This is an optimization exercise on Yosys and OpenROAD, whose aim is small area, not a production implementation.
Where RTL was checked, it was by simulation tests only, not by an equivalence proof against the original.
Power is estimated from default activity; no workload was simulated. The flow treats the clock pin as an ideal source, which a real chip does not have.

Design dense_1_feeder, start of the top module:
module dense_1_feeder #(
  parameter int IN_W            = 32,
  parameter int OUT_W           = 128,
  parameter int WORDS_PER_FRAME = 8,
  parameter int GAP             = 64,
  parameter int DEPTH           = 16
) (
  input  logic             clk,
  input  logic             rst,
  input  logic             vld_in,
  input  logic [IN_W-1:0]  data_in,
  output logic             rdy_out,
  output logic             vld_out,
  output logic [OUT_W-1:0] data_out,
  output logic             last_out,
  output logic             ovf
);
Size in the first run: about 170 I/O pins, about 0.057 mm^2 of cells after synthesis.
==> flow/config.mk <==
export PLATFORM = sky130hd
export DESIGN_NAME = dense_1_feeder
export DESIGN_NICKNAME = dense_1_feeder
export VERILOG_FILES = /design/flow/design.v
export SDC_FILE = /design/flow/constraint.sdc
export NUM_CORES = 4
export LEC_CHECK = 0
export ABC_AREA = 1
export CAP_MARGIN = 0
export CORE_MARGIN = 2
export CORE_UTILIZATION = 70
export PLACE_DENSITY = 0.8
export SLEW_MARGIN = 0
==> flow/constraint.sdc <==
create_clock -name core_clock -period 5.0 [get_ports {clk}]
set_input_delay 1.0000 -clock core_clock [delete_from_list [all_inputs] [get_ports {clk}]]
set_output_delay 1.0000 -clock core_clock [all_outputs]
set_load 0.01 [all_outputs]
standard.sh (not shown) runs the stock make flow with config.mk's settings and CLKGATE_MAP_FILE= SYNTH_SCRIPT=/design/flow/synth_recipe.tcl, a recipe that flattens the netlist after the stock synthesis.
==> flow/flow/run.sh <==
#!/bin/bash
set -euo pipefail
here=$PWD
res=$here/orfs/results/$FLOW_PLATFORM/dense_1_feeder/base

# 1. standard synthesis, up to the Yosys netlist
bash standard.sh $res/1_2_yosys.v > synth.log 2>&1

# re-map the combinational logic
mkdir -p remap
cp $res/1_2_yosys.v remap/in.v
cp $res/1_2_yosys.v remap/standard_1_2_yosys.v
export REMAP_LIB=$FLOW_HOME/platforms/$FLOW_PLATFORM/lib/sky130_fd_sc_hd__tt_025C_1v80.lib
YOSYS=${YOSYS_EXE:-$FLOW_HOME/../tools/install/yosys/bin/yosys}
(cd remap && $YOSYS -c $here/flow/remap.tcl) > remap.log 2>&1
cp remap/out.v $res/1_2_yosys.v
touch $res/1_2_yosys.v

# 2. the rest of the standard flow, with its own clock tree settings and
#    the smallest buffer on each port
export CTS_ARGS="-sink_clustering_enable -repair_clock_nets -dont_use_dummy_load -sink_clustering_size 30 -sink_clustering_max_diameter 90"
export BUFFER_PORTS_ARGS="-buffer_cell sky130_fd_sc_hd__buf_1"
bash standard.sh > layout.log 2>&1
Other scripts of this flow, unchanged in this note and not shown: flow/flow/remap.tcl
Change:
--- a/flow/flow/run.sh
+++ b/flow/flow/run.sh
@@ -21 +21 @@
-export CTS_ARGS="-sink_clustering_enable -repair_clock_nets -dont_use_dummy_load -sink_clustering_size 30 -sink_clustering_max_diameter 90"
+export CTS_ARGS="-sink_clustering_enable -repair_clock_nets -dont_use_dummy_load -sink_clustering_size 34 -sink_clustering_max_diameter 100"
Cell area is about the same.
Utilization came out lower by 0.21 points.
Synthesized area stays the same.
Worst setup slack is worse by 0.11 ns.
Global-route usage came out lower by 0.80 points.
Count of clock-buffer cells in the layout came out lower by 9.
Die area stays the same.
Combinational power is about the same.
Change:
--- a/flow/flow/run.sh
+++ b/flow/flow/run.sh
@@ -21 +21 @@
-export CTS_ARGS="-sink_clustering_enable -repair_clock_nets -dont_use_dummy_load -sink_clustering_size 34 -sink_clustering_max_diameter 100"
+export CTS_ARGS="-sink_clustering_enable -repair_clock_nets -dont_use_dummy_load -sink_clustering_size 30 -sink_clustering_max_diameter 90"
--- a/flow/config.mk
+++ b/flow/config.mk
@@ -12 +12 @@
-export PLACE_DENSITY = 0.8
+export PLACE_DENSITY = 0.9
The new run went through all stages and came out clean.
Die area does not change.
Worst setup slack is about the same.
Wire length came out higher by 17%.
Global-route usage came out higher by 5.0 points.
Core utilization came out higher by 0.38 points.

* * *

run A:
dense_1_feeder, a different RTL version from the one above (not shown whole).
For scale: ~2400 flip-flops, roughly 61000 sq um of cells after synthesis.
clock: 5.0 ns
lec_check: 0
cap_margin: 20
core_margin: 2
core_utilization: 40
slew_margin: 20
run.sh (not shown) runs the stock make flow with config.mk's settings and CLKGATE_MAP_FILE= SYNTH_SCRIPT=/design/flow/synth_recipe.tcl, a recipe that flattens the netlist after the stock synthesis.
Stock flow here: none of the scripts above is used.
## Diff of input files: run B against run A
# run A
export LEC_CHECK = 0
export CAP_MARGIN = 20
export CORE_MARGIN = 2
export CORE_UTILIZATION = 40
export SLEW_MARGIN = 20
create_clock -name core_clock -period 5.0 [get_ports {clk}]
# run B
export LEC_CHECK = 0
export CAP_MARGIN = 20
export CORE_MARGIN = 2
export CORE_UTILIZATION = 60
export CTS_BUF_LIST = sky130_fd_sc_hd__clkbuf_4
export CTS_CLUSTER_SIZE = 20
export SLEW_MARGIN = 20
create_clock -name core_clock -period 5.0 [get_ports {clk}]
## What came out
- All of run B and run A finish clean.
- Compared with run A, run B instantiates a smaller number of cells.
- Of run B and run A, it is run B that has the lower cell count after placement.
- In run B the initial standard-cell utilization of the core turned out 20 points higher than in run A.
- Run B vs run A: total wire length after detailed routing up
- Diff run A -> run B: first-iteration DRC count picked up an extra 5.8%, power spent charging and discharging nets went up, fraction of area in multi-input gates neither gained nor lost much, timing-limited maximum frequency has decreased, full die area went down about 33%.
- The run showing the smaller final area is run B.
- Taking run A as the reference point, the count of fill cells added during filler insertion of run B falls by about 46%.
Input-level comparison between run C and run B:
# run B
export LEC_CHECK = 0
export CAP_MARGIN = 20
export CORE_MARGIN = 2
export CORE_UTILIZATION = 60
export CTS_BUF_LIST = sky130_fd_sc_hd__clkbuf_4
export CTS_CLUSTER_SIZE = 20
export SLEW_MARGIN = 20
create_clock -name core_clock -period 5.0 [get_ports {clk}]
# run C
export LEC_CHECK = 0
export CAP_MARGIN = 20
export CORE_MARGIN = 2
export CORE_UTILIZATION = 60
export CTS_BUF_LIST = sky130_fd_sc_hd__clkbuf_8
export CTS_CLUSTER_SIZE = 30
export SLEW_MARGIN = 20
create_clock -name core_clock -period 5.0 [get_ports {clk}]
[summary]
Run C -> run B: synthesized area per cell delta 0, exact match
Against run B, run C reports a utilization that is lower.
Reported for run B and run C, area after synthesis turned out identical to the last digit.
Run C improves on run B in internal power contribution.
Area: run C vs run B -> run C smaller
Run B -> run C: multi-input combinational area share flat
No functional check of the RTL was part of any run of this note.

* * *

Setup of run 1:
The RTL this note starts from:
==> flow/design.v <==
module dense_1_feeder #(
  parameter int IN_W            = 32,
  parameter int OUT_W           = 128,
  parameter int WORDS_PER_FRAME = 8,
  parameter int GAP             = 64,
  parameter int DEPTH           = 16
) (
  input  logic             clk,
  input  logic             rst,
  input  logic             vld_in,
  input  logic [IN_W-1:0]  data_in,
  output logic             rdy_out,
  output logic             vld_out,
  output logic [OUT_W-1:0] data_out,
  output logic             last_out,
  output logic             ovf
);
  localparam int PACK    = OUT_W / IN_W;
  localparam int PACK_W  = (PACK > 1) ? $clog2(PACK) : 1;
  localparam int FRAME_W = (WORDS_PER_FRAME > 1) ? $clog2(WORDS_PER_FRAME) : 1;
  localparam int GAP_W   = $clog2(GAP);
  localparam int CNT_W   = $clog2(DEPTH) + 1;
  localparam int RING_N  = DEPTH - 1;
  localparam int POS_W   = $clog2(RING_N);
  localparam int TAP     = 4;
  localparam logic [POS_W:0] RING_NV = RING_N;
  logic [PACK_W-1:0]        pack_cnt;
  logic [GAP_W-1:0]         gap_cnt;
  logic [FRAME_W-1:0]       rd_idx;
  logic [CNT_W-1:0]         fifo_count;
  logic [RING_N-1:0][PACK-1:0][IN_W-1:0] ring_q;
  logic [RING_N-1:0][PACK-1:0][IN_W-1:0] ring;
  logic [POS_W-1:0]             r_pos;      
  logic [CNT_W-1:0]             n_slot;     
  logic [PACK-1:0][IN_W-1:0]    lb;
  logic [PACK-1:0]              lb_vld;
  logic [RING_N-1:0][POS_W-1:0] in_dist;    
  logic [PACK-1:0][CNT_W-1:0]   occ;        
  logic [PACK-1:0]              missing;    
  logic                         packing;
  logic [PACK-1:0][IN_W-1:0]    hd;
  logic [PACK-1:0]              hd_fill;
  logic                         hd_vld;
  logic               accept;
  logic               push;
  logic               pop;
  logic               bypass;
  logic               at_tap;
  logic [PACK-1:0]    tap_fill;
  logic [PACK-1:0]    fill_now;
  logic               release_hd;
  logic [PACK-1:0]    drop;
  logic [PACK-1:0]    beat_here;
  logic [RING_N-1:0][PACK-1:0] wr_here;
  logic [PACK-1:0]    wr_lane;
  logic [POS_W-1:0]   last_dist;
  logic               keep_last;
  assign rdy_out = !rst && (fifo_count < CNT_W'(DEPTH));
  assign accept  = vld_in && rdy_out;
  assign push    = accept && (pack_cnt == PACK_W'(PACK - 1));
  assign pop     = (fifo_count != '0) && (gap_cnt == '0);
  assign hd_vld  = &hd_fill;
  assign packing = (pack_cnt != '0);
  assign n_slot  = fifo_count - CNT_W'(hd_vld) + CNT_W'(packing);
  always_comb begin
    for (int j = 0; j < PACK; j++) begin
      missing[j] = packing && (pack_cnt <= PACK_W'(PACK - 1 - j));
      occ[j]     = n_slot - CNT_W'(lb_vld[j]) - CNT_W'(missing[j]);
    end
    for (int p = 0; p < RING_N; p++) begin
      logic [POS_W:0] back;
      back       = POS_W'(r_pos) + RING_NV - ((p + RING_N - 1) % RING_N);
      in_dist[p] = (back >= RING_NV) ? POS_W'(back - RING_NV) : back[POS_W-1:0];
    end
  end
  always_comb begin
    for (int j = 0; j < PACK; j++) begin
      beat_here[j] = accept && (pack_cnt == PACK_W'(PACK - 1 - j));
    end
  end
  assign bypass = (fifo_count == '0);
  assign at_tap = !hd_vld && (r_pos == POS_W'(RING_N - 1));
  always_comb begin
    for (int j = 0; j < PACK; j++) begin
      tap_fill[j] = at_tap && (occ[j] != '0);
      fill_now[j] = tap_fill[j] || (bypass && beat_here[j]);
    end
  end
  assign release_hd = !rst && !hd_vld && (&(hd_fill | fill_now));
  always_comb begin
    for (int j = 0; j < PACK; j++) begin
      drop[j] = release_hd && (occ[j] == '0);
    end
  end
  always_comb begin
    for (int j = 0; j < PACK; j++) begin
      wr_lane[j] = 1'b0;
      for (int p = 0; p < RING_N; p++) begin
        wr_here[p][j] = (p % TAP == 0) && !rst && lb_vld[j] && !drop[j] &&
                        (occ[j] == {1'b0, in_dist[p]});
        wr_lane[j] = wr_lane[j] | wr_here[p][j];
      end
    end
  end
  assign last_dist = in_dist[0];
  assign keep_last = !rst && !(release_hd && r_pos == POS_W'(RING_N - 1)) &&
                     ({1'b0, last_dist} < n_slot);
  always_comb begin
    for (int p = 0; p < RING_N; p++) begin
      ring[p] = ((p / TAP) % 2 == 1) ? ~ring_q[p] : ring_q[p];
    end
  end
  always_ff @(posedge clk) begin
    for (int j = 0; j < PACK; j++) begin
      for (int p = 0; p < RING_N; p++) begin
        if (p == 0) begin
          ring_q[p][j] <= (ring[RING_N-1][j] & {IN_W{keep_last}}) | (lb[j] & {IN_W{wr_here[p][j]}});
        end else if (p % TAP == 0) begin
          ring_q[p][j] <= (((p / TAP) % 2 == 1) ? ~(ring[p-1][j] | (lb[j] & {IN_W{wr_here[p][j]}}))
                                                :  (ring[p-1][j] | (lb[j] & {IN_W{wr_here[p][j]}})));
        end else begin
          ring_q[p][j] <= ring_q[p-1][j];
        end
      end
    end
  end
  always_ff @(posedge clk) begin
    for (int j = 0; j < PACK; j++) begin
      if (beat_here[j]) lb[j] <= data_in;
      if (bypass && beat_here[j]) begin
        hd[j] <= data_in;
      end else if (tap_fill[j]) begin
        hd[j] <= ring[RING_N-1][j];
      end
    end
  end
  always_ff @(posedge clk) begin
    if (rst) begin
      pack_cnt   <= '0;
      gap_cnt    <= '0;
      rd_idx     <= '0;
      fifo_count <= '0;
      r_pos      <= '0;
      lb_vld     <= '0;
      hd_fill    <= '0;
      vld_out    <= 1'b0;
      data_out   <= '0;
      last_out   <= 1'b0;
      ovf        <= 1'b0;
    end else begin
      if (vld_in && !rdy_out) begin
        ovf <= 1'b1;
      end
      if (accept) begin
        pack_cnt <= pack_cnt + 1'b1;
      end
      if (push && !pop) begin
        fifo_count <= fifo_count + 1'b1;
      end else if (pop && !push) begin
        fifo_count <= fifo_count - 1'b1;
      end
      if (pop) begin
        gap_cnt <= GAP_W'(GAP - 1);
      end else if (gap_cnt != '0) begin
        gap_cnt <= gap_cnt - 1'b1;
      end
      if (!release_hd) r_pos <= (r_pos == POS_W'(RING_N - 1)) ? '0 : r_pos + 1'b1;
      for (int j = 0; j < PACK; j++) begin
        if (beat_here[j] && !drop[j]) begin
          lb_vld[j] <= 1'b1;
        end else if (wr_lane[j] || drop[j]) begin
          lb_vld[j] <= 1'b0;
        end
      end
      if (pop) begin
        hd_fill <= '0;
      end else begin
        hd_fill <= hd_fill | fill_now;
      end
      vld_out <= pop;
      if (pop) begin
        rd_idx   <= rd_idx + 1'b1;
        data_out <= hd;
        last_out <= (rd_idx == FRAME_W'(WORDS_PER_FRAME - 1));
      end else begin
        last_out <= 1'b0;
      end
    end
  end
endmodule
clock: 5.0 ns
lec_check: 0
abc_area: 1
cap_margin: 0
core_margin: 2
core_utilization: 60
slew_margin: 0
standard.sh (not shown) runs the stock make flow with config.mk's settings and CLKGATE_MAP_FILE= SYNTH_SCRIPT=/design/flow/synth_recipe.tcl, a recipe that flattens the netlist after the stock synthesis.
==> flow/flow/run.sh <==
#!/bin/bash
set -euo pipefail
here=$PWD
res=$here/orfs/results/$FLOW_PLATFORM/dense_1_feeder/base

# 1. standard synthesis, up to the Yosys netlist
bash standard.sh $res/1_2_yosys.v > synth.log 2>&1

# re-map the combinational logic
mkdir -p remap
cp $res/1_2_yosys.v remap/in.v
cp $res/1_2_yosys.v remap/standard_1_2_yosys.v
export REMAP_LIB=$FLOW_HOME/platforms/$FLOW_PLATFORM/lib/sky130_fd_sc_hd__tt_025C_1v80.lib
YOSYS=${YOSYS_EXE:-$FLOW_HOME/../tools/install/yosys/bin/yosys}
(cd remap && $YOSYS -c $here/flow/remap.tcl) > remap.log 2>&1
cp remap/out.v $res/1_2_yosys.v
touch $res/1_2_yosys.v

# 2. the rest of the standard flow, with its own clock tree settings and
#    the smallest buffer on each port
export CTS_ARGS="-sink_clustering_enable -repair_clock_nets -dont_use_dummy_load -sink_clustering_size 48 -sink_clustering_max_diameter 55"
export BUFFER_PORTS_ARGS="-buffer_cell sky130_fd_sc_hd__buf_1"
bash standard.sh > layout.log 2>&1
Other scripts of this flow, unchanged in this note and not shown: flow/flow/remap.tcl
diff inputs: run 1 => run 2
Settings: CORE_UTILIZATION changed from 60 to 70.
--- a/flow/flow/run.sh
+++ b/flow/flow/run.sh
@@ -20,3 +20,3 @@
 #    the smallest buffer on each port
-export CTS_ARGS="-sink_clustering_enable -repair_clock_nets -dont_use_dummy_load -sink_clustering_size 48 -sink_clustering_max_diameter 55"
+export CTS_ARGS="-sink_clustering_enable -repair_clock_nets -dont_use_dummy_load -sink_clustering_size 30 -sink_clustering_max_diameter 90"
 export BUFFER_PORTS_ARGS="-buffer_cell sky130_fd_sc_hd__buf_1"
Results
- Looking at the reports, run 2 completed the entire flow and the layout it produced met the timing, DRC and antenna checks.
- There was hardly any difference in CTS clock-pin slew for the worst setup and hold paths between run 1 and run 2.
- Compared with run 1, in run 2 area growth from synthesis to layout went down by 2.5 points; share of power burned in the clock network went down by 3.8 points; total design power went down by 5.5%.
- Looking only at maximum fanout along the worst path, and setting everything else aside, the lower value of run 1 and run 2 goes to run 1.
- Re data required time of the worst path: run 1 was higher than run 2.
- Cell count after placement in run 2 is about 4% lower than in run 1
- Between run 2 and run 1, it is run 2 whose die extent in x is lower, by 23 um.
- Summary of the comparison: post-placement setup slack is lower in run 2, relative to run 1.
- Looking only at largest stage delay on the critical path, and setting everything else aside, the higher value of run 1 and run 2 goes to run 2.
- Re synthesized cell count: no difference whatsoever between run 2 and run 1.
What run 3 does differently from run 2 at the input level:
Settings: a change of CORE_UTILIZATION from 70 to 60.
--- a/flow/flow/run.sh
+++ b/flow/flow/run.sh
@@ -20,3 +20,3 @@
 #    the smallest buffer on each port
-export CTS_ARGS="-sink_clustering_enable -repair_clock_nets -dont_use_dummy_load -sink_clustering_size 30 -sink_clustering_max_diameter 90"
+export CTS_ARGS="-sink_clustering_enable -repair_clock_nets -dont_use_dummy_load -sink_clustering_size 40 -sink_clustering_max_diameter 50"
 export BUFFER_PORTS_ARGS="-buffer_cell sky130_fd_sc_hd__buf_1"
NOTE: non-clock buffer count in run 3 exceeds that of run 2. Changes observed in run 3 relative to run 2: routed metal-1 wire length grew by 6.4%; multi-input combinational cell count roughly the same; final critical-path setup slack dropped 44 ps. Comparing run 2 against run 3, there is no change at all in area after synthesis. Diff run 2 -> run 3: total length of routed met3 wires increased about 0.9%, critical path depth increased 2, max-slew violation total from the final report essentially unchanged, final critical-path share of the clock period increased 0.87 points.
Here is what was changed in the inputs of run 4 compared with run 3.
--- a/flow/flow/run.sh
+++ b/flow/flow/run.sh
@@ -20,3 +20,3 @@
 #    the smallest buffer on each port
-export CTS_ARGS="-sink_clustering_enable -repair_clock_nets -dont_use_dummy_load -sink_clustering_size 40 -sink_clustering_max_diameter 50"
+export CTS_ARGS="-sink_clustering_enable -repair_clock_nets -dont_use_dummy_load -sink_clustering_size 18 -sink_clustering_max_diameter 50 -buf_list {sky130_fd_sc_hd__clkbuf_16 sky130_fd_sc_hd__clkbuf_8} -sink_clustering_buffer sky130_fd_sc_hd__clkbuf_8"
 export BUFFER_PORTS_ARGS="-buffer_cell sky130_fd_sc_hd__buf_1"
Findings:
Compared with run 3, in run 4 initial cell density of the core closely matched the old numbers; total of clock buffers placed in the layout rose 15%; total power decreased by 5.4% relative to the old numbers; number of instances resized during post-cts repair neither gained nor lost much.
The met3 track demand over resource in run 4 was lower than what run 3 gave.
Clock skew sits higher in run 4 than in run 3.
Between run 3 and run 4, the non-filler instance count after layout figures differ only marginally.
Looking at final cell area excluding filler cells, run 4 sits about 1.8% below run 3.
The final layouts of run 3 and run 4 pass the timing, DRC and antenna checks.

[re-timing with driven ports]
The flow's constraints put no driver on any port. The routed layouts listed below were extracted and timed again, unchanged, in two steps. Step 1 (the two cells are an assumption about what drives the block):
set clk [get_ports {clk}]
set_driving_cell -lib_cell sky130_fd_sc_hd__clkbuf_16 $clk
set_driving_cell -lib_cell sky130_fd_sc_hd__buf_2 [delete_from_list [all_inputs] $clk]
Step 2 times the ports against the registers' clock, not the clock port: input delays grow and output delays shrink by t, the midpoint of the rising clock arrivals with the driver on. Three values: no drivers, after step 1, after step 2; two values: the first two.
run	t (ns)	setup WS [ns]	slew at the worst register clock pin (ns)
the first run of note 1	0.717	0.364 / 0.364 / 0.364	0.11 / 0.11
the second run of note 1	0.713	0.253 / 0.253 / 0.253	0.12 / 0.12
the third run of note 1	0.726	0.255 / 0.255 / 0.255	0.12 / 0.12
run A	0.873	1.207 / 1.208 / 0.378	0.07 / 0.07
run B	1.219	0.995 / 0.969 / 0.205	0.08 / 0.08
run C	0.986	1.054 / 1.054 / 0.350	0.07 / 0.07
run 1	0.773	0.375 / 0.375 / 0.375	0.11 / 0.11
run 2	0.724	0.455 / 0.455 / 0.455	0.11 / 0.11
run 3	0.796	0.411 / 0.411 / 0.411	0.12 / 0.12
run 4	0.776	0.345 / 0.345 / 0.345	0.11 / 0.11
After both steps every run listed still meets setup and hold. The setup slack of run A, which loses most, moves by +0.001 ns with the drivers and by -0.829 ns with both steps.
